This design comes from an exercise in tuning for small area, a short achievable clock period and few clock cycles per item on the open sky130 flow, not from production work. Function was checked by simulation only, so behaviour that the tests miss may differ from the original. No activity file was given, so power comes from the tool's default toggle rates.

File: flow/config.mk
export PLATFORM = sky130hd
export DESIGN_NAME = farthest_key_eviction_cache_tags_top
export DESIGN_NICKNAME = farthest_key_eviction_cache_tags_top
export VERILOG_FILES = /design/flow/design.v
export SDC_FILE = /design/flow/constraint.sdc
export NUM_CORES = 4
export LEC_CHECK = 0
export CAP_MARGIN = 20
export CORE_MARGIN = 2
export CORE_UTILIZATION = 40
export SETUP_SLACK_MARGIN = 1.2
export SLEW_MARGIN = 20
File: flow/constraint.sdc
create_clock -name core_clock -period 4.5 [get_ports {i_clk}]
set_input_delay 0.9000 -clock core_clock [delete_from_list [all_inputs] [get_ports {i_clk}]]
set_output_delay 0.9000 -clock core_clock [all_outputs]
set_load 0.01 [all_outputs]
File: flow/design.v
`timescale 1ns / 1ps
package fkect_pkg;
    localparam int KEY_W  = 31;
    localparam int SLOT_W = 4;
    localparam int CAP    = 16;
endpackage
`timescale 1ns / 1ps
module fkect_ram (
    input  logic                            i_clk,
    input  logic                            i_rst_n,
    input  logic [fkect_pkg::KEY_W-1:0]     i_key_e,
    input  logic [fkect_pkg::CAP-1:0]       i_lt_e,     
    input  logic [fkect_pkg::CAP-1:0]       i_eq_e,     
    input  logic                            i_go,       
    input  logic                            i_down,     
    input  logic                            i_zero_e,   
    input  logic [fkect_pkg::SLOT_W-1:0]    i_slot,     
    input  logic [fkect_pkg::KEY_W-1:0]     i_key_c,
    output logic [fkect_pkg::CAP-1:0]       o_lt_c,     
    output logic [fkect_pkg::CAP-1:0]       o_eq_c,     
    output logic                            o_hit_c,    
    output logic [fkect_pkg::KEY_W-1:0]     o_lo_next,  
    output logic [fkect_pkg::KEY_W-1:0]     o_hi_next,  
    output logic                            o_full,
    output logic                            o_zero,     
    output logic [fkect_pkg::KEY_W-1:0]     o_lo,
    output logic [fkect_pkg::KEY_W-1:0]     o_hi,
    output logic [fkect_pkg::SLOT_W-1:0]    o_lo_slot,
    output logic [fkect_pkg::SLOT_W-1:0]    o_hi_slot,
    output logic [fkect_pkg::SLOT_W-1:0]    o_hit_slot
);
    localparam int N = fkect_pkg::CAP;
    localparam int W = fkect_pkg::KEY_W;
    localparam int S = fkect_pkg::SLOT_W;
    logic [W-1:0] r_nkey [N];    
    logic [W-1:0] r_key  [N];
    logic [S-1:0] r_slot [N];
    logic [N-1:0] r_v;
    logic         r_zero;
    logic [W-1:0] n_key  [N];    
    logic         zero_next;
    for (genvar i = 0; i < N; i++) begin : g_inv
        assign r_key[i] = ~r_nkey[i];
    end
    assign o_full    = r_v[N-1];
    assign o_zero    = r_zero;
    assign o_lo      = r_zero ? r_key[1] : r_key[0];
    assign o_hi      = r_key[N-1];
    assign o_lo_slot = r_zero ? r_slot[1] : r_slot[0];
    assign o_hi_slot = r_slot[N-1];
    always_comb begin
        o_hit_slot = '0;
        for (int i = 0; i < N; i++) begin
            o_hit_slot = o_hit_slot | (i_eq_e[i] ? r_slot[i] : '0);
        end
    end
    assign zero_next = r_zero || (i_go && i_zero_e);
    always_ff @(posedge i_clk) begin
        if (!i_rst_n) begin
            r_zero <= 1'b0;
            r_v    <= '0;
        end else if (i_go) begin
            r_zero <= zero_next;
            r_v    <= {r_v[N-2:0], 1'b1};
        end
    end
    assign o_lo_next = r_zero ? n_key[1] : (i_zero_e ? r_key[0] : n_key[0]);
    assign o_hi_next = n_key[N-1];
    logic [N-1:0] c_lt, c_eq;
    logic         k_lt, k_eq;
    for (genvar i = 0; i < N; i++) begin : g_cmp
        logic lt, eq;
        fkect_cmp #(.W(W)) u_cmp (.i_a(r_key[i]), .i_b(i_key_c), .o_lt(lt), .o_eq(eq));
        assign c_lt[i] = r_v[i] && lt;
        assign c_eq[i] = r_v[i] && eq;
    end
    fkect_cmp #(.W(W)) u_cmp_k (.i_a(i_key_e), .i_b(i_key_c), .o_lt(k_lt), .o_eq(k_eq));
    logic [N+1:0] lt_x;    
    assign lt_x = {1'b0, i_lt_e, 1'b1};
    assign o_hit_c = |o_eq_c;
    for (genvar i = 0; i < N; i++) begin : g_ent
        logic [W-1:0] prev_key, next_key;
        logic [S-1:0] prev_slot, next_slot;
        logic         prev_lt, next_lt, prev_eq, next_eq;
        logic         take_k, take_prev, take_next;
        logic         s_k, s_p, s_n, s_h;
        if (i == 0) begin : g_lo
            assign prev_key  = '0;
            assign prev_slot = '0;
            assign prev_lt   = 1'b0;
            assign prev_eq   = 1'b0;
        end else begin : g_mid
            assign prev_key  = r_key[i-1];
            assign prev_slot = r_slot[i-1];
            assign prev_lt   = c_lt[i-1];
            assign prev_eq   = c_eq[i-1];
        end
        if (i == N - 1) begin : g_hi
            assign next_key  = '0;
            assign next_slot = '0;
            assign next_lt   = 1'b0;
            assign next_eq   = 1'b0;
        end else begin : g_mid2
            assign next_key  = r_key[i+1];
            assign next_slot = r_slot[i+1];
            assign next_lt   = c_lt[i+1];
            assign next_eq   = c_eq[i+1];
        end
        always_comb begin
            take_k    = 1'b0;
            take_prev = 1'b0;
            take_next = 1'b0;
            if (!i_down) begin
                take_k    = !lt_x[i+1] && lt_x[i];
                take_prev = !lt_x[i];
            end else if (!(i == 0 && r_zero)) begin
                take_next = lt_x[i+2];
                take_k    = lt_x[i+1] && !lt_x[i+2];
            end
        end
        assign s_k = i_go && take_k;
        assign s_p = i_go && take_prev;
        assign s_n = i_go && take_next;
        assign s_h = !(s_k || s_p || s_n);
        assign n_key[i] = ({W{s_k}} & i_key_e)  | ({W{s_p}} & prev_key) |
                          ({W{s_n}} & next_key) | ({W{s_h}} & r_key[i]);
        always_ff @(posedge i_clk) begin
            r_nkey[i] <= ~n_key[i];
            r_slot[i] <= ({S{s_k}} & i_slot)    | ({S{s_p}} & prev_slot) |
                         ({S{s_n}} & next_slot) | ({S{s_h}} & r_slot[i]);
        end
        assign o_lt_c[i] = (s_k && k_lt) || (s_p && prev_lt) || (s_n && next_lt) || (s_h && c_lt[i]);
        assign o_eq_c[i] = (s_k && k_eq) || (s_p && prev_eq) || (s_n && next_eq) || (s_h && c_eq[i]);
    end
endmodule
module fkect_cmp #(
    parameter int W = 31
) (
    input  logic [W-1:0] i_a,
    input  logic [W-1:0] i_b,
    output logic         o_lt,
    output logic         o_eq
);
    if (W == 1) begin : g_bit
        assign o_lt = !i_a[0] && i_b[0];
        assign o_eq = !(i_a[0] ^ i_b[0]);
    end else begin : g_split
        localparam int WL = W / 2;
        localparam int WH = W - WL;
        logic lt_h, eq_h, lt_l, eq_l;
        fkect_cmp #(.W(WH)) u_h (.i_a(i_a[W-1:WL]), .i_b(i_b[W-1:WL]), .o_lt(lt_h), .o_eq(eq_h));
        fkect_cmp #(.W(WL)) u_l (.i_a(i_a[WL-1:0]), .i_b(i_b[WL-1:0]), .o_lt(lt_l), .o_eq(eq_l));
        assign o_lt = lt_h || (eq_h && lt_l);
        assign o_eq = eq_h && eq_l;
    end
endmodule
`timescale 1ns / 1ps
module fkect_ctrl (
    input  logic i_clk,
    input  logic i_rst_n,
    input  logic i_req_valid,
    output logic o_req_ready,
    input  logic i_rsp_ready,
    output logic o_rsp_valid,
    output logic o_load_c,     
    output logic o_move,       
    output logic o_exec,       
    output logic o_head_load,  
    output logic o_head_from_tail,
    output logic o_tail_load
);
    logic r_rdy;
    logic r_vc, r_ve, r_vh, r_vt;
    logic n_vc, n_ve, n_vh, n_vt;
    logic pop, head_free;
    assign o_req_ready = r_rdy;
    assign o_rsp_valid = r_vh;
    assign o_load_c    = r_rdy;
    assign o_exec      = r_ve && !(r_vh && r_vt);
    assign o_move      = r_vc && (!r_ve || o_exec);
    assign pop         = r_vh && i_rsp_ready;
    assign head_free   = !r_vh || pop;
    assign o_head_load      = head_free && (r_vt || o_exec);
    assign o_head_from_tail = r_vt;
    assign o_tail_load      = o_exec && !(head_free && !r_vt);
    always_comb begin
        n_vc = (r_rdy && i_req_valid) || (r_vc && !o_move);
        n_ve = o_move || (r_ve && !o_exec);
        if (head_free) begin
            n_vh = r_vt || o_exec;
            n_vt = r_vt && o_exec;
        end else begin
            n_vh = 1'b1;
            n_vt = r_vt || o_exec;
        end
    end
    always_ff @(posedge i_clk) begin
        if (!i_rst_n) begin
            r_rdy <= 1'b1;
            r_vc  <= 1'b0;
            r_ve  <= 1'b0;
            r_vh  <= 1'b0;
            r_vt  <= 1'b0;
        end else begin
            r_rdy <= !n_vc || !n_ve || !(n_vh && n_vt);
            r_vc  <= n_vc;
            r_ve  <= n_ve;
            r_vh  <= n_vh;
            r_vt  <= n_vt;
        end
    end
endmodule
`timescale 1ns / 1ps
module fkect_dp (
    input  logic                          i_clk,
    input  logic                          i_rst_n,
    input  logic                          i_load_c,
    input  logic                          i_move,
    input  logic                          i_exec,
    input  logic                          i_head_load,
    input  logic                          i_head_from_tail,
    input  logic                          i_tail_load,
    input  logic [fkect_pkg::KEY_W-1:0]   i_line_number,
    output logic                          o_hit,
    output logic [fkect_pkg::SLOT_W-1:0]  o_slot,
    output logic                          o_evicted,
    output logic [fkect_pkg::KEY_W-1:0]   o_evicted_line
);
    localparam int N = fkect_pkg::CAP;
    localparam int W = fkect_pkg::KEY_W;
    localparam int S = fkect_pkg::SLOT_W;
    localparam int RW = 1 + S + 1 + W;
    logic [W-1:0] r_key_c;
    logic [W-1:0] r_key_e;
    logic [N-1:0] r_lt_e, r_eq_e;
    logic         r_ev_e;       
    logic [S-1:0] r_count;
    logic [N-1:0] lt_c, eq_c;
    logic [W-1:0] lo_next, hi_next, lo_key, hi_key;
    logic [S-1:0] lo_slot, hi_slot, hit_slot, new_slot;
    logic         full, zero, hit, go;
    logic         ev_c, hit_c;
    logic         r_hit_e;
    fkect_ram u_tags (
        .i_clk     (i_clk),
        .i_rst_n   (i_rst_n),
        .i_key_e   (r_key_e),
        .i_lt_e    (r_lt_e),
        .i_eq_e    (r_eq_e),
        .i_go      (go),
        .i_down    (full && r_ev_e),
        .i_zero_e  (r_key_e == '0),
        .i_slot    (new_slot),
        .i_key_c   (r_key_c),
        .o_lt_c    (lt_c),
        .o_eq_c    (eq_c),
        .o_hit_c   (hit_c),
        .o_lo_next (lo_next),
        .o_hi_next (hi_next),
        .o_full    (full),
        .o_zero    (zero),
        .o_lo      (lo_key),
        .o_hi      (hi_key),
        .o_lo_slot (lo_slot),
        .o_hi_slot (hi_slot),
        .o_hit_slot(hit_slot)
    );
    assign hit      = r_hit_e;
    assign go       = i_exec && !hit;
    assign new_slot = !full ? r_count : (r_ev_e ? lo_slot : hi_slot);
    logic [31:0] csa_a, csa_b, csa_c, csa_s, csa_cy, csa_ns, csa_cc;
    logic        ev_lt;
    assign csa_a  = {r_key_c, 1'b0};
    assign csa_b  = ~{1'b0, lo_next};
    assign csa_c  = ~{1'b0, hi_next};
    assign csa_s  = csa_a ^ csa_b ^ csa_c;
    assign csa_cy = (csa_a & csa_b) | (csa_a & csa_c) | (csa_b & csa_c);
    assign csa_ns = ~csa_s;
    assign csa_cc = {csa_cy[30:0], 1'b1};
    fkect_cmp #(.W(32)) u_ev (.i_a(csa_cc), .i_b(csa_ns), .o_lt(ev_lt), .o_eq());
    assign ev_c   = !ev_lt;
    always_ff @(posedge i_clk) begin
        if (i_load_c) begin
            r_key_c <= i_line_number;
        end
        if (i_move) begin
            r_key_e <= r_key_c;
            r_lt_e  <= lt_c;
            r_eq_e  <= eq_c;
            r_hit_e <= hit_c;
            r_ev_e  <= ev_c;
        end
    end
    always_ff @(posedge i_clk) begin
        if (!i_rst_n) begin
            r_count <= '0;
        end else if (go && !full) begin
            r_count <= r_count + S'(1);
        end
    end
    logic [RW-1:0] rsp_new, r_head, r_tail;
    assign rsp_new = {hit,
                      hit ? hit_slot : new_slot,
                      !hit && full,
                      (!hit && full) ? (r_ev_e ? lo_key : hi_key) : W'(0)};
    always_ff @(posedge i_clk) begin
        if (i_head_load) begin
            r_head <= i_head_from_tail ? r_tail : rsp_new;
        end
        if (i_tail_load) begin
            r_tail <= rsp_new;
        end
    end
    assign {o_hit, o_slot, o_evicted, o_evicted_line} = r_head;
endmodule
`timescale 1ns / 1ps
module farthest_key_eviction_cache_tags_top (
    input  logic        i_clk,
    input  logic        i_rst_n,
    input  logic        i_req_valid,
    output logic        o_req_ready,
    input  logic [30:0] i_req_line_number,
    output logic        o_rsp_valid,
    input  logic        i_rsp_ready,
    output logic        o_rsp_hit,
    output logic [3:0]  o_rsp_slot,
    output logic        o_rsp_evicted,
    output logic [30:0] o_rsp_evicted_line
);
    logic load_c, move, exec, head_load, head_from_tail, tail_load;
    fkect_ctrl u_ctrl (
        .i_clk            (i_clk),
        .i_rst_n          (i_rst_n),
        .i_req_valid      (i_req_valid),
        .o_req_ready      (o_req_ready),
        .i_rsp_ready      (i_rsp_ready),
        .o_rsp_valid      (o_rsp_valid),
        .o_load_c         (load_c),
        .o_move           (move),
        .o_exec           (exec),
        .o_head_load      (head_load),
        .o_head_from_tail (head_from_tail),
        .o_tail_load      (tail_load)
    );
    fkect_dp u_dp (
        .i_clk            (i_clk),
        .i_rst_n          (i_rst_n),
        .i_load_c         (load_c),
        .i_move           (move),
        .i_exec           (exec),
        .i_head_load      (head_load),
        .i_head_from_tail (head_from_tail),
        .i_tail_load      (tail_load),
        .i_line_number    (i_req_line_number),
        .o_hit            (o_rsp_hit),
        .o_slot           (o_rsp_slot),
        .o_evicted        (o_rsp_evicted),
        .o_evicted_line   (o_rsp_evicted_line)
    );
endmodule
File: flow/run.sh
#!/bin/bash
# synth_recipe.tcl (not shown) runs the flow's synth.tcl, then flattens the netlist and writes it again
# the make line also repeats each setting of config.mk as NAME=value (left out here)
make -C /OpenROAD-flow-scripts/flow DESIGN_CONFIG=/design/flow/config.mk WORK_HOME=/design/flow/orfs CLKGATE_MAP_FILE= SYNTH_SCRIPT=/design/flow/synth_recipe.tcl finish
==> metrics.yaml, run 1 <==
final_layout:
  drive_above_1_share_pct: 13.9
  fin_util_pct: 47.2
  fill_cells: 10900
  syn2layout_area_growth_pct: 17.2
  nets: 5861
  final_area_um2: 54000
  n_antenna_cell: 0
power_and_ir_drop:
  pwr-share-seq_pct: 43.7
  intPower_mw: 15.5
  pwr-share-comb_pct: 24.4
  net-switching-power_mw: 8.36
  power.density_nw_per_um2: 441
  pwr-share-clk_pct: 32.0
  leakagePower_nw: 21.7
  swShare_pct: 35.1
  peakVddDrop_mv: 0.297
  power_mw: 23.8
logic_synthesis:
  seq_area_frac_synth_pct: 36.5
  synthFlopType: "dfxtp_1"
  synth.most_common_cell: "nor2_1"
  synth-seq-cells: 756
  synth_area_um2: 46100
  ys_types: 84
  synthCells: 5107
  synth_top_area_share_pct: 25.5
  yosys.area.top_type: "dfxtp_1"
  yosysWarnings: 11
  ys_top_cells_by_count: "729 x nor2_1, 586 x dfxtp_1, 558 x ha_1"
  synth-edff-count: 170
  synthTopCellsByArea: "dfxtp_1 25%, ha_1 15%, edfxtp_1 11%, nor2_1 5.9%, a21oi_1 4.4%"
  synth_nets: 5730
  synth.avg_cell_area_um2: 9.02
  async_reset_ff_share_pct: 0
placement:
  placed_area_um2: 49200
  gp_congestion: 0.972
  dpl.hpwl_um: 140000
  io_buffers: 73
global_route:
  grtUsageMet3_pct: 5.76
  grt_pass1_vias: 41400
  antenna_found_initial: 0
  grt_util_met2_pct: 44.7
  grt_busiest_layer: "met1"
  grt_max_degree: 94
  gr-total-overflow: 0
  grt_usage_pct: 31.7
  grt_pass1_wl_um: 281000
  gr-usage-met1_pct: 46.9
setup_path:
  critPathLaunchType: "flop"
  crit_arrival_ps: 4700
  worstSetupPathType: "flop to flop"
  critPathSlowestCell: "edfxtp_1"
  endpoint_kind: "flop"
  cpPeakStageDelay_ps: 510
  path_cells: "and2_4 > or4_4 > o31ai_4 > buf_12 > buf_12 > a221oi_1 > mux2i_1 > nor2_1 > a21oi_1 > fa_1 > ha_1 > or3_1 > o21ai_0 > a21oi_1 > a31oi_1 > buf_4 > nand3_1 > o211ai_1"
  cp_max_fo: 7
  worst_ep_required_time_ps: 4990
status:
  outcome: "finished clean"
sta:
  fin_crit_sh_pct: 93.5
  max_freq_mhz: 238
  final_hold_viol_count: 0
  rsz0062_at_grt: "yes"
  min_period_ps: 4210
  maxSlewViolCount: 0
  setup_viol: 0
  skew_ps: 25.4
  max_slew.worst_pin.slew_ps: 1040
  relSlewSlack_pct: 29.5
  hold-worst-slack_ps: 503
  setup_tns_ps: 0
route:
  drc_errors: 0
  vias_per_cell: 6.49
  wire_per_inst_um: 28.1
  routed-via-count: 44300
  dr.pass1.iters: 8
  drtAntennaViolNets: 0
  drt_iter0_markers: 6342
  routed_wl_um: 191000
clock_tree:
  cts_buffers: 91
  ctsRootBufferMaster: "clkbuf_16"
  cts_tree: "done"
  clock-sinks: 756
  insertion_delay_ps: 690
  cts.clk_slew.worst_paths_ps: 60
  cts.htree.levels: 3
  cts_hold_buf: 0
  cts_buffer_depth: 3
floorplanning:
  core-area_um2: 114000
  die_w_um: 343
  rows: 124
  die_y_um: 343
  initial_utilization_pct: 40.3
  die_area_um2: 118000
  io_pins: 74
min_path:
  hold_class: "flop to flop"
flow_run:
  cap_violations: 0
[final cells by class]
class / count / area (um^2) / area share (%)
clock buffers: 141 / 2750 / 5.10
clock inverters: 27 / 265 / 0.491
inverters: 164 / 619 / 1.15
multi-input cells: 3843 / 27700 / 51.4
flip-flops and latches: 756 / 16800 / 31.2
well taps: 1512 / 1890 / 3.50
repair buffers: 382 / 3880 / 7.19
[per-layer routing]
metal | vias up | wire length (um)
li1 | 19800 | -
met1 | 21500 | 85400
met2 | 2564 | 76800
met3 | 411 | 20200
met4 | 0 | 9160
met5 | - | 0
[power by group through the flow]
stage | clock (mW) | sequential, mW | combinational (mW)
2_1_floorplan | 0 | 9.36 | 4.05
3_3_place_gp | 0 | 10.4 | 5.23
3_5_place_dp | 0 | 10.4 | 5.40
4_1_cts | 7.71 | 10.2 | 5.66
5_1_grt | 7.93 | 10.4 | 6.51
6_report | 7.62 | 10.4 | 5.81
[logic make-up (layout without fill, tap and decap cells)]
group / after synthesis / in the layout / share of synthesized area (%)
fa+ha+maj: 589 / 589 / 16.5
buf+inv: 508 / 714 / 4.25
simple gates: 1446 / 1446 / 13.8
xor+xnor: 3 / 3 / 0.0570
mux: 73 / 73 / 1.60
flops: 756 / 756 / 36.5
compound gates: 1732 / 1732 / 27.3
[state kept, by name, indices dropped and copies added (netlist names), 4 cells and up]
name	flops
u_dp.r_head	37
u_dp.r_key_c	31
u_dp.u_tags.r_v	16
u_dp.r_lt_e	16
u_dp.r_eq_e	16
u_dp.r_key_e	31
u_dp.r_count	4
u_dp.u_tags.r_nkey	496
u_dp.u_tags.r_slot	64
u_dp.r_tail	37
[stage by stage]
stage	cells	setup slack [ps]
6_report	6825	292
2_1_floorplan	5107	855
4_1_cts	6804	296
3_3_place_gp	6552	128
5_1_grt	6825	174
3_5_place_dp	6553	149
[placed cells by master, fill, tap and decap left out, drive strengths merged, types with 25 or more instances in the layout]
cell type	count
a22oi	26
nand4	100
o221ai	135
o21a	59
nor2	731
ha	558
nand3	66
a222oi	51
a211oi	141
buf	306
clkdlybuf4s50	73
dfxtp	586
mux2i	68
o22ai	198
o221a	161
o31ai	34
and3	25
nor3	40
nor4	26
clkbuf	143
o211ai	39
a221oi	47
inv	163
nand2	339
a21o	152
fa	30
o21ai	141
edfxtp	170
a21oi	408
a21boi	27
[timing repair]
action | 4_1_cts | 5_1_grt
gates cloned | 2 | 1
gates resized for setup | 52 | 52
buffers inserted | 81 | 19
setup endpoints to repair | 28 | 14
pin swaps | 21 | 17
[worst max-delay path: cells and delay by family, from the launching register on]
kind / cells / cell delay (ps)
buf+inv: 3 / 480
simple gates: 5 / 1150
compound gates: 7 / 1060
mux: 1 / 180
fa+ha+maj: 2 / 640
flops: 1 / 510
[path summary, 6_finish.rpt]
kind                                         start                  to  slack (ps)  cells after the start
worst min-delay path            u_dp.u_tags.r_v[8]  u_dp.u_tags.r_v[9]         500                      2
worst max-delay path                   u_dp.r_ev_e         u_dp.r_ev_e         290                     18
worst min register to register  u_dp.u_tags.r_v[8]  u_dp.u_tags.r_v[9]         500                      2
worst max register to register         u_dp.r_ev_e         u_dp.r_ev_e         290                     18
==> run 2, diff against run 1 <==
--- a/flow/design.v
+++ b/flow/design.v
@@ -20,6 +20,10 @@
     output logic [fkect_pkg::CAP-1:0]       o_eq_c,     
     output logic                            o_hit_c,    
-    output logic [fkect_pkg::KEY_W-1:0]     o_lo_next,  
-    output logic [fkect_pkg::KEY_W-1:0]     o_hi_next,  
+    output logic [fkect_pkg::KEY_W-1:0]     o_lo_up,    
+    output logic [fkect_pkg::KEY_W-1:0]     o_hi_dn,    
+    output logic                            o_lo_k,     
+    output logic                            o_lo_n,     
+    output logic                            o_hi_k,     
+    output logic                            o_hi_p,     
     output logic                            o_full,
     output logic                            o_zero,     
@@ -65,6 +69,11 @@
         end
     end
-    assign o_lo_next = r_zero ? n_key[1] : (i_zero_e ? r_key[0] : n_key[0]);
-    assign o_hi_next = n_key[N-1];
+    logic [N-1:0] sel_k, sel_n, sel_p;
+    assign o_lo_up = r_zero ? r_key[2] : r_key[1];
+    assign o_hi_dn = r_key[N-2];
+    assign o_lo_k  = r_zero ? sel_k[1] : (sel_k[0] && !i_zero_e);
+    assign o_lo_n  = r_zero ? sel_n[1] : (sel_n[0] && !i_zero_e);
+    assign o_hi_k  = sel_k[N-1];
+    assign o_hi_p  = sel_p[N-1];
     logic [N-1:0] c_lt, c_eq;
     logic         k_lt, k_eq;
@@ -123,4 +132,7 @@
         assign s_n = i_go && take_next;
         assign s_h = !(s_k || s_p || s_n);
+        assign sel_k[i] = s_k;
+        assign sel_n[i] = s_n;
+        assign sel_p[i] = s_p;
         assign n_key[i] = ({W{s_k}} & i_key_e)  | ({W{s_p}} & prev_key) |
                           ({W{s_n}} & next_key) | ({W{s_h}} & r_key[i]);
@@ -237,5 +249,6 @@
     logic [S-1:0] r_count;
     logic [N-1:0] lt_c, eq_c;
-    logic [W-1:0] lo_next, hi_next, lo_key, hi_key;
+    logic [W-1:0] lo_up, hi_dn, lo_key, hi_key;
+    logic         lo_k, lo_n, hi_k, hi_p;
     logic [S-1:0] lo_slot, hi_slot, hit_slot, new_slot;
     logic         full, zero, hit, go;
@@ -256,6 +269,10 @@
         .o_eq_c    (eq_c),
         .o_hit_c   (hit_c),
-        .o_lo_next (lo_next),
-        .o_hi_next (hi_next),
+        .o_lo_up   (lo_up),
+        .o_hi_dn   (hi_dn),
+        .o_lo_k    (lo_k),
+        .o_lo_n    (lo_n),
+        .o_hi_k    (hi_k),
+        .o_hi_p    (hi_p),
         .o_full    (full),
         .o_zero    (zero),
@@ -269,15 +286,23 @@
     assign go       = i_exec && !hit;
     assign new_slot = !full ? r_count : (r_ev_e ? lo_slot : hi_slot);
-    logic [31:0] csa_a, csa_b, csa_c, csa_s, csa_cy, csa_ns, csa_cc;
-    logic        ev_lt;
-    assign csa_a  = {r_key_c, 1'b0};
-    assign csa_b  = ~{1'b0, lo_next};
-    assign csa_c  = ~{1'b0, hi_next};
-    assign csa_s  = csa_a ^ csa_b ^ csa_c;
-    assign csa_cy = (csa_a & csa_b) | (csa_a & csa_c) | (csa_b & csa_c);
-    assign csa_ns = ~csa_s;
-    assign csa_cc = {csa_cy[30:0], 1'b1};
-    fkect_cmp #(.W(32)) u_ev (.i_a(csa_cc), .i_b(csa_ns), .o_lt(ev_lt), .o_eq());
-    assign ev_c   = !ev_lt;
+    logic [6:0] ev_pair, ev_sel;
+    fkect_ev u_ev0 (.i_k(r_key_c), .i_lo(lo_key), .i_hi(hi_key),  .o_ev(ev_pair[0]));
+    fkect_ev u_ev1 (.i_k(r_key_c), .i_lo(lo_key), .i_hi(hi_dn),   .o_ev(ev_pair[1]));
+    fkect_ev u_ev2 (.i_k(r_key_c), .i_lo(lo_key), .i_hi(r_key_e), .o_ev(ev_pair[2]));
+    fkect_ev u_ev3 (.i_k(r_key_c), .i_lo(lo_up),  .i_hi(hi_key),  .o_ev(ev_pair[3]));
+    fkect_ev u_ev4 (.i_k(r_key_c), .i_lo(lo_up),  .i_hi(r_key_e), .o_ev(ev_pair[4]));
+    fkect_ev u_ev5 (.i_k(r_key_c), .i_lo(r_key_e), .i_hi(hi_dn),  .o_ev(ev_pair[5]));
+    fkect_ev u_ev6 (.i_k(r_key_c), .i_lo(r_key_e), .i_hi(hi_key), .o_ev(ev_pair[6]));
+    logic lo_h, hi_h;
+    assign lo_h      = !lo_k && !lo_n;
+    assign hi_h      = !hi_k && !hi_p;
+    assign ev_sel[0] = lo_h && hi_h;
+    assign ev_sel[1] = lo_h && hi_p;
+    assign ev_sel[2] = lo_h && hi_k;
+    assign ev_sel[3] = lo_n && !hi_k;
+    assign ev_sel[4] = lo_n && hi_k;
+    assign ev_sel[5] = lo_k && hi_p;
+    assign ev_sel[6] = lo_k && !hi_p;
+    assign ev_c      = |(ev_sel & ev_pair);
     always_ff @(posedge i_clk) begin
         if (i_load_c) begin
@@ -314,4 +339,22 @@
     assign {o_hit, o_slot, o_evicted, o_evicted_line} = r_head;
 endmodule
+module fkect_ev (
+    input  logic [fkect_pkg::KEY_W-1:0] i_k,
+    input  logic [fkect_pkg::KEY_W-1:0] i_lo,
+    input  logic [fkect_pkg::KEY_W-1:0] i_hi,
+    output logic                        o_ev
+);
+    logic [31:0] a, b, c, s, cy, ns, cc;
+    logic        lt;
+    assign a  = {i_k, 1'b0};
+    assign b  = ~{1'b0, i_lo};
+    assign c  = ~{1'b0, i_hi};
+    assign s  = a ^ b ^ c;
+    assign cy = (a & b) | (a & c) | (b & c);
+    assign ns = ~s;
+    assign cc = {cy[30:0], 1'b1};
+    fkect_cmp #(.W(32)) u_cmp (.i_a(cc), .i_b(ns), .o_lt(lt), .o_eq());
+    assign o_ev = !lt;
+endmodule
 `timescale 1ns / 1ps
 module farthest_key_eviction_cache_tags_top (
--- a/flow/config.mk
+++ b/flow/config.mk
@@ -9,4 +9,3 @@
 export CORE_MARGIN = 2
 export CORE_UTILIZATION = 40
-export SETUP_SLACK_MARGIN = 1.2
 export SLEW_MARGIN = 20
==> run 2 against run 1 <==
- still clean
- global-route usage rose by 1.1 points
- synthesized cell count rose by 18%
- sequential cell count did not move
- via count rose by 14%
- non-clock buffer count fell by 33
- synthesized area rose by 17%
- setup slack got worse by 86 ps
- total power rose by 14%
- first-iteration DRC count rose by 5.3%
- sequential power barely moved
- combinational power rose by 52%
==> metrics.yaml, run 2 <==
final_layout:
  reg_top3: "u_dp.u_tags.r_nkey (496), u_dp.u_tags.r_slot (64)"
  largest_register_ffs: 496
  syn2layout_area_growth_pct: 12.7
  layout_commonest_cell: "nor2_1"
  fill_cells: 13000
  drive_above_1_share_pct: 8.61
  final_cell_mix: "837 x nor2_1, 738 x ha_1, 583 x dfxtp_1"
  nets: 7122
  top_register: "u_dp.u_tags.r_nkey"
  finalNonFillerCells: 7987
power_and_ir_drop:
  pwr-share-clk_pct: 28.5
  net-switching-power_mw: 10.7
  leakagePower_nw: 25.1
  pwr-share-comb_pct: 32.5
  swShare_pct: 39.4
  pwr-share-seq_pct: 39.0
  peakVddDrop_mv: 0.317
  intPower_mw: 16.5
  power.density_nw_per_um2: 448
logic_synthesis:
  ys_types: 85
  synthFlopType: "dfxtp_1"
  ys_top_cells_by_count: "839 x nor2_1, 738 x ha_1, 586 x dfxtp_1"
  yosys.area.top_type: "dfxtp_1"
  yosysWarnings: 11
  seq_area_frac_synth_pct: 31.3
  synth_area_um2: 53800
  synthCells: 6046
  async_reset_ff_share_pct: 0
  synth.avg_cell_area_um2: 8.90
  synth-seq-cells: 756
  synth_nets: 7029
  synthTopCellsByArea: "dfxtp_1 22%, ha_1 17%, edfxtp_1 9.5%, fa_1 7.8%, nor2_1 5.8%"
  synth.most_common_cell: "nor2_1"
  synth-edff-count: 170
  synth_top_area_share_pct: 21.8
floorplanning:
  die_y_um: 371
  die_w_um: 371
  io_pins: 74
  rows: 134
  initial_utilization_pct: 40.3
  core-area_um2: 133000
  die_area_um2: 138000
min_path:
  hold_depth: 2
  hold_class: "flop to flop"
  holdPathEnd: "u_dp.u_tags.r_v[7]"
  min_from: "u_dp.u_tags.r_v[7]"
clock_tree:
  ctsRootBufferMaster: "clkbuf_16"
  post_cts_buffers: 0
  insertion_delay_ps: 720
  cts_hold_buf: 0
  cts_tree: "done"
  cts_buffers: 91
  cts_buffer_depth: 3
  cts.htree.levels: 3
  post_cts_resized: 1
  cts.clk_slew.worst_paths_ps: 60
  clock-sinks: 756
setup_path:
  reg2reg_to: "u_dp.r_ev_e"
  r2r_start: "u_dp.u_tags.r_zero"
  rrSetupSlack_ps: 210
  cp_max_fo: 31
  worstSetupPathType: "flop to flop"
  critPathSlowestCell: "dfxtp_4"
  crit_arrival_ps: 4760
  reg2reg_depth: 12
  path_cells: "buf_12 > mux2i_1 > fa_1 > ha_1 > nand2_1 > nor2_1 > and2_0 > a211oi_1 > nor4b_1 > o41ai_1 > a31o_1 > a2111o_1"
  endpoint_kind: "flop"
  critPathLaunchType: "flop"
  worst_ep_required_time_ps: 4960
  cpPeakStageDelay_ps: 630
placement:
  gp_congestion: 1.04
  dpl.cell_count: 7814
  io_buffers: 73
  dpl.hpwl_um: 179000
route:
  drtAntennaViolNets: 0
  wire_per_inst_um: 28.5
  routed-via-count: 50300
  routed_wl_um: 228000
  drt_iter0_markers: 6680
  drc_errors: 0
  dr.pass1.iters: 10
  vias_per_cell: 6.30
sta:
  setup_viol: 0
  max_slew.worst_pin.slew_ps: 1290
  max_freq_mhz: 233
  maxSlewViolCount: 0
  final_hold_viol_count: 0
  skew_ps: 28.9
  fin_crit_sh_pct: 95.4
  min_period_ps: 4290
  relSlewSlack_pct: 13.7
  rsz0062_at_grt: "no"
  setup_tns_ps: 0
status:
  outcome: "finished clean"
global_route:
  grt_pass1_vias: 48000
  antenna_found_initial: 3
  grt_max_degree: 75
  grt_usage_pct: 32.8
  grt_pass1_wl_um: 335000
  gr-total-overflow: 0
flow_run:
  cap_violations: 0
[run 2: layer usage]
| metal | GRT usage (%) | share of wire, % | up-vias |
|---|---|---|---|
| li1 | - | - | 22700 |
| met1 | 47.2 | 44 | 24500 |
| met2 | 47.2 | 41 | 2773 |
| met3 | 6.41 | 11 | 389 |
| met4 | 14.8 | 5.0 | 4 |
| met5 | 0 | 0.010 | - |
[run 2: worst max path at each step]
stage	endpoint	cells past startpoint	start	slack (ps)
final	u_dp.r_ev_e	12	u_dp.u_tags.r_zero	210
after global routing	u_dp.r_ev_e	12	u_dp.u_tags.r_zero	30
after CTS	u_dp.r_ev_e	11	u_dp.r_key_c[7]	200
after detailed placement	u_dp.r_ev_e	11	u_dp.r_key_c[7]	-60
after global placement	u_dp.r_ev_e	11	u_dp.r_key_c[7]	2
after floorplan	u_dp.r_ev_e	15	u_dp.u_tags.r_zero	80
[run 2: layout make-up]
type / instances / area, um^2 / share of cell area [%]
well taps: 1768 / 2210 / 3.65
diodes: 5 / 12.5 / 0.0206
inverters: 426 / 1600 / 2.63
clock buffers: 120 / 2560 / 4.22
clock inverters: 48 / 448 / 0.738
flip-flops and latches: 756 / 16800 / 27.8
multi-input cells: 4515 / 34200 / 56.3
repair buffers: 349 / 2850 / 4.70
[run 2: worst max-delay path, delay by kind of cell (launching register included)]
family	cells	cell delay (ps)
compound gates	4	760
buf+inv	1	290
flops	1	630
simple gates	4	950
fa+ha+maj	2	840
mux	1	530
[run 2: power groups by stage]
| stage | clock network (mW) | registers, mW | logic [mW] |
|---|---|---|---|
| final | 7.73 | 10.6 | 8.83 |
| after detailed placement | 0 | 10.6 | 8.72 |
| after floorplan | 0 | 9.55 | 5.93 |
| after global routing | 8.07 | 10.7 | 10.1 |
| after CTS | 7.80 | 10.4 | 8.78 |
| after global placement | 0 | 10.6 | 8.51 |
[run 2: kinds of logic after synthesis]
kind of cell             synth area share (%)
AND/OR/NAND/NOR                          14.3
XOR/XNOR                               0.0488
adder cells (fa/ha/maj)                  25.0
multiplexers                             1.40
AO/OA/AOI/OAI                            22.5
buffers and inverters                    5.45
flip-flops                               31.3
[run 2: metrics by stage]
step                      util, %  worst slack, ps  hold WS (ps)  instance area, um^2  total power, mW
after floorplan                 -             77.2           444                53800             15.5
after global placement       43.2             1.98           487                57700             19.1
after detailed placement     43.2            -64.3           490                57700             19.3
after CTS                    45.5              195           499                60700             27.0
after global routing         45.5             33.4           530                60700             28.8
final                        45.5              206           502                60700             27.2
Testbench counts of run 2, summed over its fixed seeds: cycles 16,024, items 16,000.
==> run 3, diff against run 2 <==
--- a/flow/design.v
+++ b/flow/design.v
@@ -49,5 +49,5 @@
     assign o_full    = r_v[N-1];
     assign o_zero    = r_zero;
-    assign o_lo      = r_zero ? r_key[1] : r_key[0];
+    assign o_lo      = r_lo;
     assign o_hi      = r_key[N-1];
     assign o_lo_slot = r_zero ? r_slot[1] : r_slot[0];
@@ -70,5 +70,5 @@
     end
     logic [N-1:0] sel_k, sel_n, sel_p;
-    assign o_lo_up = r_zero ? r_key[2] : r_key[1];
+    assign o_lo_up = r_lon;
     assign o_hi_dn = r_key[N-2];
     assign o_lo_k  = r_zero ? sel_k[1] : (sel_k[0] && !i_zero_e);
@@ -76,4 +76,23 @@
     assign o_hi_k  = sel_k[N-1];
     assign o_hi_p  = sel_p[N-1];
+    logic [W-1:0] r_lo, r_lon;
+    logic         lon_k, lon_p, lon_n;
+    assign lon_k = r_zero ? sel_k[2] : (sel_k[1] && !i_zero_e);
+    assign lon_p = r_zero ? sel_p[2] : (sel_p[1] && !i_zero_e);
+    assign lon_n = r_zero ? sel_n[2] : sel_n[1];
+    always_ff @(posedge i_clk) begin
+        if (o_lo_k) begin
+            r_lo <= i_key_e;
+        end else if (o_lo_n) begin
+            r_lo <= r_lon;
+        end
+        if (lon_k) begin
+            r_lon <= i_key_e;
+        end else if (lon_p) begin
+            r_lon <= r_lo;
+        end else if (lon_n) begin
+            r_lon <= r_zero ? r_key[3] : r_key[2];
+        end
+    end
     logic [N-1:0] c_lt, c_eq;
     logic         k_lt, k_eq;
--- a/flow/config.mk
+++ b/flow/config.mk
@@ -9,3 +9,4 @@
 export CORE_MARGIN = 2
 export CORE_UTILIZATION = 40
+export SETUP_SLACK_MARGIN = 1.0
 export SLEW_MARGIN = 20
==> run 3 against run 2 <==
- sequential cell count increased by 62
- critical endpoint is now u_dp.r_hit_e
- fmax grew 21%
- critical path type unchanged
- clock power grew 13%
- critical path depth down 1
- global-route usage is 1.7 points lower
- synthesized cell count increased by 4.3%
- clock skew rose by 7.3 ps
- still clean
- sequential share of layout area up 1.2 points
- non-clock buffer count grew 57
- final cell count rose by 5.9%
- register-to-register slack gained 760 ps
==> metrics.yaml, run 3 <==
final_layout:
  nets: 7474
  reg_top3: "u_dp.u_tags.r_nkey (496), u_dp.u_tags.r_slot (64)"
  fin_util_pct: 46.3
  final_area_um2: 64500
  drive_above_1_share_pct: 9.24
  layout_commonest_cell: "nor2_1"
  top_register: "u_dp.u_tags.r_nkey"
  largest_register_ffs: 496
  final_cell_mix: "993 x nor2_1, 738 x ha_1, 582 x dfxtp_1"
  syn2layout_area_growth_pct: 14.8
  fill_cells: 13400
floorplanning:
  die_w_um: 379
  rows: 137
  core-area_um2: 140000
  io_pins: 74
  initial_utilization_pct: 40.3
  die_y_um: 379
  die_area_um2: 144000
logic_synthesis:
  synthCells: 6308
  synthTopCellsByArea: "dfxtp_1 21%, ha_1 16%, edfxtp_1 12%, fa_1 7.5%, nor2_1 6.6%"
  synth_area_um2: 56200
  synth_compound_area_share_pct: 21.3
  synth_top_area_share_pct: 20.9
  async_reset_ff_share_pct: 0
  synth_nets: 7291
  synthSimpleGateAreaFrac_pct: 15.1
  synth.most_common_cell: "nor2_1"
  muxShareOfSynthArea_pct: 1.35
  synth.avg_cell_area_um2: 8.91
  synthFlopType: "dfxtp_1"
  ys_top_cells_by_count: "995 x nor2_1, 738 x ha_1, 586 x dfxtp_1"
  synthXorXnorAreaFrac_pct: 0.0467
  ys_types: 83
  synth-adder-area-share_pct: 23.9
  synth_top_family_by_area: "adder cells"
  yosys.area.top_type: "dfxtp_1"
  yosysWarnings: 11
  synth-edff-count: 232
  seq_area_frac_synth_pct: 33.3
  synth-seq-cells: 818
global_route:
  grt_usage_pct: 31.1
  grt_pass1_vias: 49700
  grt_pass1_wl_um: 333000
  grt_max_degree: 75
  gr-total-overflow: 0
  antenna_found_initial: 7
setup_path:
  reg2reg_depth: 11
  path_cells: "buf_4 > buf_4 > ha_1 > nand4_1 > nor2_1 > nand2_1 > or4_1 > o221ai_1 > nor4_2 > nand4_1 > or4_1"
  crit_buf_inv: 2
  endpoint_kind: "flop"
  endpoint: "u_dp.r_hit_e"
  crit_cells: 11
  crit_family: "simple AND/OR/NAND/NOR gates"
  cpPeakStageDelay_ps: 690
  reg2reg_to: "u_dp.r_hit_e"
  worstSetupPathType: "flop to flop"
  cp_max_fo: 5
  critPathLaunchType: "flop"
  critPathSlowestCell: "or4_1"
  crit_path_start: "u_dp.r_key_c[14]"
  crit_arrival_ps: 4130
  r2r_start: "u_dp.r_key_c[14]"
  worst_ep_required_time_ps: 5090
  rrSetupSlack_ps: 960
status:
  outcome: "finished clean"
clock_tree:
  cts_buffers: 101
  insertion_delay_ps: 750
  clock-sinks: 818
  cts_tree: "done"
  cts.clk_slew.worst_paths_ps: 60
  cts_buffer_depth: 3
  ctsRootBufferMaster: "clkbuf_16"
  cts.htree.levels: 3
sta:
  relSlewSlack_pct: 33.5
  maxSlewViolCount: 0
  max_slew.worst_pin.slew_ps: 985
  rsz0062_at_grt: "yes"
  skew_ps: 36.2
  final_hold_viol_count: 0
  max_freq_mhz: 283
  fin_crit_sh_pct: 78.6
  min_period_ps: 3540
  setup_tns_ps: 0
  setup_viol: 0
  layout_setup_ws_ps: 962
route:
  vias_per_cell: 6.17
  drtAntennaViolNets: 0
  routed-via-count: 52200
  wire_per_inst_um: 26.7
  routed_wl_um: 226000
  drt_iter0_markers: 6173
  dr.pass1.iters: 10
  drc_errors: 0
power_and_ir_drop:
  pwr-share-clk_pct: 32.1
  power.density_nw_per_um2: 422
  swShare_pct: 36.8
  intPower_mw: 17.2
  power_mw: 27.2
  pwr-share-comb_pct: 26.9
  net-switching-power_mw: 10.0
  leakagePower_nw: 26.6
  pwr-share-seq_pct: 41.0
  peakVddDrop_mv: 0.293
placement:
  placed_area_um2: 60000
  gp_congestion: 1.00
  dpl.hpwl_um: 173000
  io_buffers: 73
  place_ws_ps: 412
flow_run:
  cap_violations: 0
min_path:
  hold_class: "flop to flop"
-- run 3: worst min path at each step --
stage	start	to	slack, ps	depth (start not counted)
finish	u_dp.u_tags.r_slot[6][0]	u_dp.u_tags.r_slot[6][0]	500	2
global route	u_dp.u_tags.r_nkey[0][8]	u_dp.u_tags.r_nkey[0][8]	520	2
CTS	u_dp.u_tags.r_slot[6][0]	u_dp.u_tags.r_slot[6][0]	500	2
detailed placement	u_dp.u_tags.r_slot[6][0]	u_dp.u_tags.r_slot[6][0]	490	2
global placement	u_dp.u_tags.r_nkey[0][18]	u_dp.u_tags.r_nkey[0][18]	480	2
floorplan	u_dp.u_tags.r_slot[12][1]	u_dp.u_tags.r_slot[12][1]	450	2
-- run 3: power by group through the flow --
stage	Sequential (mW)	Combinational (mW)	Clock [mW]
finish	11.2	7.33	8.73
global route	11.2	8.37	9.11
CTS	11.0	7.20	8.83
global placement	11.1	6.81	0
detailed placement	11.2	7.03	0
floorplan	10.2	4.96	0
-- run 3: repair_timing --
action	in CTS	in global routing
buffers inserted	62	32
hold buffers	0	0
endpoints found under the setup margin	16	43
pin swaps	2	9
resized for setup	26	34
-- run 3: kinds of logic after synthesis --
logic type               after synthesis
AND/OR/NAND/NOR                     1976
AO/OA/AOI/OAI                       1748
adder cells (fa/ha/maj)              949
flip-flops                           818
buffers and inverters                739
multiplexers                          75
XOR/XNOR                               3
-- run 3: stage by stage --
step | instances | hold WS [ps]
6_report | 8460 | 500
5_1_grt | 8457 | 522
4_1_cts | 8423 | 504
3_5_place_dp | 8170 | 488
3_3_place_gp | 8169 | 483
2_1_floorplan | 6308 | 447
-- run 3: final cells by class --
class                      instances  area, um^2  share of cell area [%]
antenna                            5        12.5                  0.0194
clock buffer                     146        2960                    4.59
clock inverter                    45         541                   0.837
inverter                         413        1570                    2.44
multi-input combinational       4751       35000                    54.2
sequential                       818       18700                    29.0
tap                             1876        2350                    3.64
timing repair buffer             406        3440                    5.32
-- run 3: tightest hold or removal path: stages (launching register included) --
cell     delay (ps)
dfxtp_1         340
nand2_1          70
nand2_1          50
-- run 3: metal layers --
metal	up-vias	wire length (um)	global-route usage, %
li1	23700	-	-
met1	25400	98600	44.1
met2	2745	91700	44.6
met3	392	24600	7.10
met4	6	11000	14.3
met5	-	37	0
Testbench counts of run 3, summed over its fixed seeds: cycles 16,024, items 16,000.
==> run 4, diff against run 3 <==
--- a/flow/config.mk
+++ b/flow/config.mk
@@ -9,4 +9,4 @@
 export CORE_MARGIN = 2
 export CORE_UTILIZATION = 40
-export SETUP_SLACK_MARGIN = 1.0
+export SETUP_SLACK_MARGIN = 1.6
 export SLEW_MARGIN = 20
==> run 4 against run 3 <==
- setup slack improved by 85 ps
- first-iteration DRC count increased by 11%
- die area unchanged
- clock power increased by 2%
- core utilization increased by 1.7 points
- non-clock buffer count increased by 83
- count of clock-buffer cells in the layout decreased by 5
- worst hold slack improved by 1.6 ps
- final area increased by 3.7%
- combinational power increased by 6.5%
- synthesized cell count unchanged
- global-route usage increased by 0.30 points
- largest power group unchanged
- highest routed layer is now met4
==> metrics.yaml, run 4 <==
clock_tree:
  cts_buffers: 101
  ctsRootBufferMaster: "clkbuf_16"
  insertion_delay_ps: 750
  cts.htree.levels: 3
  cts_hold_buf: 0
  cts_buffer_depth: 3
  cts_tree: "done"
  cts.clk_slew.worst_paths_ps: 70
  clock-sinks: 818
sta:
  min_period_ps: 3450
  fin_crit_sh_pct: 76.7
  setup_tns_ps: 0
  rsz0062_at_grt: "yes"
  skew_ps: 37.8
  max_freq_mhz: 290
  setup_viol: 0
  maxSlewViolCount: 0
  final_hold_viol_count: 0
  relSlewSlack_pct: 31.4
  max_slew.worst_pin.slew_ps: 1030
placement:
  dpl.hpwl_um: 173000
  dpl.cell_count: 8165
  gp_congestion: 0.991
  io_buffers: 73
global_route:
  grt_pass1_vias: 49700
  antenna_found_initial: 5
  grt_usage_pct: 31.4
  grt_max_degree: 75
  gr-total-overflow: 0
  grt_pass1_wl_um: 336000
final_layout:
  nets: 7559
  final_cell_mix: "983 x nor2_1, 717 x ha_1, 582 x dfxtp_1"
  layout_commonest_cell: "nor2_1"
  finalNonFillerCells: 8545
  seq_area_um2: 18700
  top_register: "u_dp.u_tags.r_nkey"
  largest_register_ffs: 496
  reg_top3: "u_dp.u_tags.r_nkey (496), u_dp.u_tags.r_slot (64)"
  drive_above_1_share_pct: 13.2
  multiInputGateArea_um2: 36200
  fill_cells: 13200
  syn2layout_area_growth_pct: 19.1
logic_synthesis:
  synth_top_area_share_pct: 20.9
  synthTopCellsByArea: "dfxtp_1 21%, ha_1 16%, edfxtp_1 12%, fa_1 7.5%, nor2_1 6.6%"
  synth_nets: 7291
  synth_area_um2: 56200
  synth-seq-cells: 818
  synth.avg_cell_area_um2: 8.91
  ys_top_cells_by_count: "995 x nor2_1, 738 x ha_1, 586 x dfxtp_1"
  synth-edff-count: 232
  async_reset_ff_share_pct: 0
  synth.most_common_cell: "nor2_1"
  ys_types: 83
  seq_area_frac_synth_pct: 33.3
  synthCells: 6308
  yosys.area.top_type: "dfxtp_1"
  yosysWarnings: 11
  synthFlopType: "dfxtp_1"
route:
  drc_errors: 0
  routed_wl_um: 232000
  drtAntennaViolNets: 0
  vias_per_cell: 6.23
  wire_per_inst_um: 27.1
  drt_iter0_markers: 6853
  routed-via-count: 53200
  dr.pass1.iters: 9
min_path:
  hold_class: "flop to flop"
floorplanning:
  die_area_um2: 144000
  io_pins: 74
  initial_utilization_pct: 40.3
  die_y_um: 379
  rows: 137
  die_w_um: 379
  core-area_um2: 140000
status:
  outcome: "finished clean"
power_and_ir_drop:
  leakagePower_nw: 27.4
  power.density_nw_per_um2: 416
  peakVddDrop_mv: 0.287
setup_path:
  worstSetupPathType: "flop to flop"
  cp_max_fo: 8
  critPathLaunchType: "flop"
  endpoint_kind: "flop"
  crit_arrival_ps: 3920
  worst_ep_required_time_ps: 4970
flow_run:
  cap_violations: 0
-- run 4: path summary, 6_finish.rpt --
kind                              endpoint                      from  slack (ps)  cells past startpoint
setup / recovery              u_dp.r_hit_e          u_dp.r_key_c[26]        1050                     13
hold / removal    u_dp.u_tags.r_slot[6][1]  u_dp.u_tags.r_slot[6][1]         500                      2
setup reg to reg              u_dp.r_hit_e          u_dp.r_key_c[26]        1050                     13
hold reg to reg   u_dp.u_tags.r_slot[6][1]  u_dp.u_tags.r_slot[6][1]         500                      2
-- run 4: cells by family after synthesis --
kind of cell               Yosys count  share of synthesized area, %
DFF                                818                          33.3
xor gates and xnor gates             3                        0.0468
adders and majority gates          949                          23.9
and+or+nand+nor                   1976                          15.1
muxes                               75                          1.35
buffers and inverters              739                          4.99
AOI/OAI and AO/OA                 1748                          21.3
-- run 4: metal layers --
layer / wire length, um / share of wire, % / up-vias / global-route usage, %
met5: 0 / 0 / - / 0
met4: 10300 / 4.5 / 0 / 12.9
met3: 25200 / 11 / 364 / 5.91
met2: 94400 / 41 / 2912 / 44.9
met1: 102000 / 44 / 26000 / 45.9
li1: - / - / 23900 / -
-- run 4: where the power goes --
part | internal [mW] | switching [mW] | leakage, nW | total (mW)
clock | 5.20 | 3.71 | 1.76 | 8.91
sequential | 8.83 | 2.33 | 7.06 | 11.2
combinational | 3.51 | 4.31 | 18.5 | 7.81
total | 17.5 | 10.3 | 27.4 | 27.9
-- run 4: per-stage QoR --
stage                     power, mW  util (%)  area [um^2]  setup WS, ps  hold WS (ps)
after detailed placement       18.2      43.0        60000           528           487
after floorplan                15.2         -        56300          1440           447
final                          27.9      48.0        67000          1050           502
after global placement         17.9      43.0        60000           180           483
after global routing           29.3      48.0        67000           998           519
after CTS                      27.4      47.2        65800          1130           497
-- run 4: repair_timing --
item                                    in CTS  in global routing
buffers inserted                           126                 50
pin swaps                                   56                 84
gates cloned                                 4                  4
resized for setup                          198                135
endpoints found under the setup margin     485                190
hold endpoints to repair                     0                  0
-- run 4: final cells by class --
class                   instances  share of cell area (%)
clock buffers                 141                    4.48
repair buffers                489                    6.68
well taps                    1876                    3.51
diodes                          5                  0.0187
flip-flops and latches        818                    27.9
clock inverters                50                   0.846
inverters                     413                    2.40
multi-input cells            4753                    54.1
-- run 4: worst max-delay path, cell delays in order, from the launching register on --
cell      delay [ps]
edfxtp_1         410
buf_12           170
buf_4            190
ha_1             330
nand4_1          250
nor3_2           100
nand4_1          100
buf_4            180
buf_2            280
o22a_1           220
o221ai_4         130
nor4_4           280
nand4_1          120
or4_1            390
==> run 5, diff against run 4 <==
--- a/flow/config.mk
+++ b/flow/config.mk
@@ -8,5 +8,7 @@
 export CAP_MARGIN = 20
 export CORE_MARGIN = 2
-export CORE_UTILIZATION = 40
-export SETUP_SLACK_MARGIN = 1.6
+export CORE_UTILIZATION = 55
+export CTS_BUF_LIST = sky130_fd_sc_hd__clkbuf_8
+export CTS_CLUSTER_SIZE = 30
+export SETUP_SLACK_MARGIN = 1.0
 export SLEW_MARGIN = 20
==> run 5 against run 4 <==
- die area shrank 27%
- count of clock-buffer cells in the layout increased by 37
- combinational power down 6.7%
- clock power is about 20% lower
- sequential cell count unchanged
- synthesized area unchanged
- largest cell class unchanged
- largest power group unchanged
==> metrics.yaml, run 5 <==
status:
  outcome: "finished clean"
global_route:
  gr-total-overflow: 0
  grt_max_degree: 75
  grt_usage_pct: 41.1
  grt_pass1_wl_um: 322000
  grt_pass1_vias: 49300
  antenna_found_initial: 11
clock_tree:
  ctsRootBufferMaster: "clkbuf_8"
  cts.htree.levels: 4
  clock-sinks: 818
  cts_tree: "done"
  cts.clk_slew.worst_paths_ps: 60
  cts_buffers: 150
  cts_hold_buf: 0
  insertion_delay_ps: 850
  cts_buffer_depth: 3
placement:
  dpl.hpwl_um: 168000
  io_buffers: 73
  dpl.cell_count: 7635
  place_ws_ps: 503
  gp_congestion: 0.980
final_layout:
  nets: 7484
  finalNonFillerCells: 7996
  syn2layout_area_growth_pct: 12.2
  seq_area_um2: 18700
  reg_top3: "u_dp.u_tags.r_nkey (496), u_dp.u_tags.r_slot (64)"
  layout_commonest_cell: "nor2_1"
  fill_cells: 8851
  drive_above_1_share_pct: 9.29
  top_register: "u_dp.u_tags.r_nkey"
  final_cell_mix: "991 x nor2_1, 738 x ha_1, 581 x dfxtp_1"
  largest_register_ffs: 496
  multiInputGateArea_um2: 35000
power_and_ir_drop:
  power.density_nw_per_um2: 405
  peakVddDrop_mv: 0.268
  leakagePower_nw: 26.4
setup_path:
  reg2reg_depth: 7
  crit_arrival_ps: 4280
  worstSetupPathType: "flop to flop"
  reg2reg_to: "u_dp.r_hit_e"
  cp_max_fo: 14
  worst_ep_required_time_ps: 5210
  rrSetupSlack_ps: 930
  critPathLaunchType: "flop"
  r2r_start: "u_dp.r_key_c[24]"
  endpoint_kind: "flop"
logic_synthesis:
  synthCells: 6308
  synth-seq-cells: 818
  seq_area_frac_synth_pct: 33.3
  ys_types: 83
  synth.avg_cell_area_um2: 8.91
  async_reset_ff_share_pct: 0
  yosysWarnings: 11
  synthFlopType: "dfxtp_1"
  synth-edff-count: 232
  ys_top_cells_by_count: "995 x nor2_1, 738 x ha_1, 586 x dfxtp_1"
  synth.most_common_cell: "nor2_1"
  synth_area_um2: 56200
  synth_nets: 7291
  yosys.area.top_type: "dfxtp_1"
  synth_top_area_share_pct: 20.9
  synthTopCellsByArea: "dfxtp_1 21%, ha_1 16%, edfxtp_1 12%, fa_1 7.5%, nor2_1 6.6%"
min_path:
  min_from: "u_dp.u_tags.r_slot[6][1]"
  holdPathEnd: "u_dp.u_tags.r_slot[6][1]"
  hold_class: "flop to flop"
  hold_depth: 2
route:
  routed_wl_um: 218000
  drtAntennaViolNets: 0
  drc_errors: 0
  vias_per_cell: 6.63
  routed-via-count: 53000
  dr.pass1.iters: 9
  drt_iter0_markers: 6937
  wire_per_inst_um: 27.3
sta:
  setup_viol: 0
  fin_crit_sh_pct: 79.4
  relSlewSlack_pct: 32.9
  max_slew.worst_pin.slew_ps: 1010
  setup_tns_ps: 0
  rsz0062_at_grt: "yes"
  max_freq_mhz: 280
  layout_setup_ws_ps: 925
  skew_ps: 33.8
  final_hold_viol_count: 0
  maxSlewViolCount: 0
  min_period_ps: 3570
floorplanning:
  rows: 117
  die_area_um2: 105000
  core-area_um2: 102000
  initial_utilization_pct: 55.3
  die_w_um: 324
  io_pins: 74
  die_y_um: 324
flow_run:
  cap_violations: 0
run 5: cell types whose count changed in the layout (fill, tap and decap cells not counted), sizes merged:
cell,change
buf,-118
bufinv,-7
clkbuf,+36
bufbuf,-3
clkinvlp,-12
clkinv,+3
inv,+62
or3,-2
run 5: report_power, final:
group	internal [mW]	leakage [nW]	switching [mW]
Sequential	8.83	7.06	2.31
Combinational	3.25	17.7	4.04
Clock	3.70	1.72	3.40
Total	15.8	26.4	9.75
run 5: how the worst max path moves through the flow:
| stage | startpoint | end | depth (start not counted) |
|---|---|---|---|
| after floorplan | u_dp.r_key_c[29] | u_dp.r_ev_e | 11 |
| after global placement | u_dp.r_key_c[28] | u_dp.r_hit_e | 9 |
| after detailed placement | u_dp.r_key_c[26] | u_dp.r_ev_e | 11 |
| after CTS | u_dp.r_key_c[30] | u_dp.r_hit_e | 10 |
| after global routing | u_dp.r_key_c[12] | u_dp.r_hit_e | 11 |
| final | u_dp.r_key_c[24] | u_dp.r_hit_e | 7 |
run 5: per-stage QoR:
stage | power [mW] | hold slack, ps | cell area, um^2 | util, %
5_1_grt | 27.0 | 525 | 63100 | 62.1
2_1_floorplan | 15.1 | 447 | 56200 | -
4_1_cts | 25.2 | 505 | 62600 | 61.6
3_5_place_dp | 18.1 | 496 | 59100 | 58.2
6_report | 25.5 | 511 | 63100 | 62.1
3_3_place_gp | 17.9 | 493 | 59100 | 58.2
run 5: cells by family (layout without fill, tap and decap cells):
logic type	count (synthesis)	in the layout	share of synthesized area, %
xor+xnor	3	3	0.0468
buf+inv	739	1054	4.99
fa+ha+maj	949	949	23.9
other cells	0	5	0
compound gates	1748	1748	21.3
mux	75	75	1.35
flops	818	818	33.3
simple gates	1976	1976	15.1
run 5: layer usage:
metal  share of wire [%]  up-vias  GRT usage (%)
li1                    -    23800              -
met1                  43    25600           59.2
met2                  40     3206           57.9
met3                  12      431           10.2
met4                 4.5        8           18.1
met5               0.021        -              0
run 5: worst max-delay path: stages, from the launching register on:
cell	delay [ps]
edfxtp_1	570
buf_4	320
ha_1	340
nand4_1	230
nor4_1	670
nand4_1	560
o21ai_0	550
or4_1	190
run 5: area by class of cell:
| type | instances | area share, % |
|---|---|---|
| flip-flops and latches | 818 | 29.6 |
| repair buffers | 367 | 5.06 |
| well taps | 1368 | 2.71 |
| diodes | 5 | 0.0198 |
| clock inverters | 96 | 0.752 |
| multi-input cells | 4751 | 55.4 |
| clock buffers | 178 | 3.88 |
| inverters | 413 | 2.48 |
run 5: timing repair:
action	4_1_cts	5_1_grt
cloned	0	0
pin swaps	2	5
buffers inserted	52	29
endpoints found under the setup margin	14	16
gates resized for setup	19	41

==> port drivers added, routing unchanged <==
The flow's constraints put no driver on any port. The routed layouts listed below were extracted and timed again, unchanged, in two steps.
Step 1: set_driving_cell puts a clkbuf_16 on i_clk and a buf_2 on each other input, an assumption about the parent block.
Step 2 also shifts input and output timing later by t, the mid clock arrival at the registers, as if the neighbouring blocks saw the same clock.
Three values: ideal, step 1, step 2; two values: the first two.
run | t, ns | setup WS [ns] | hold slack, ns | worst slew at a driven data input, ns
run 1 | 0.752 | 0.292 / 0.292 / 0.292 | 0.503 / 0.503 / 0.503 | 0.04
run 2 | 0.785 | 0.206 / 0.206 / 0.206 | 0.502 / 0.502 / 0.502 | 0.15
run 3 | 0.817 | 0.962 / 0.962 / 0.962 | 0.500 / 0.500 / 0.500 | 0.22
run 4 | 0.818 | 1.047 / 1.047 / 1.047 | 0.502 / 0.502 / 0.502 | 0.16
run 5 | 0.909 | 0.925 / 0.925 / 0.925 | 0.511 / 0.511 / 0.511 | 0.04
After both steps setup and hold are still met in every run listed.
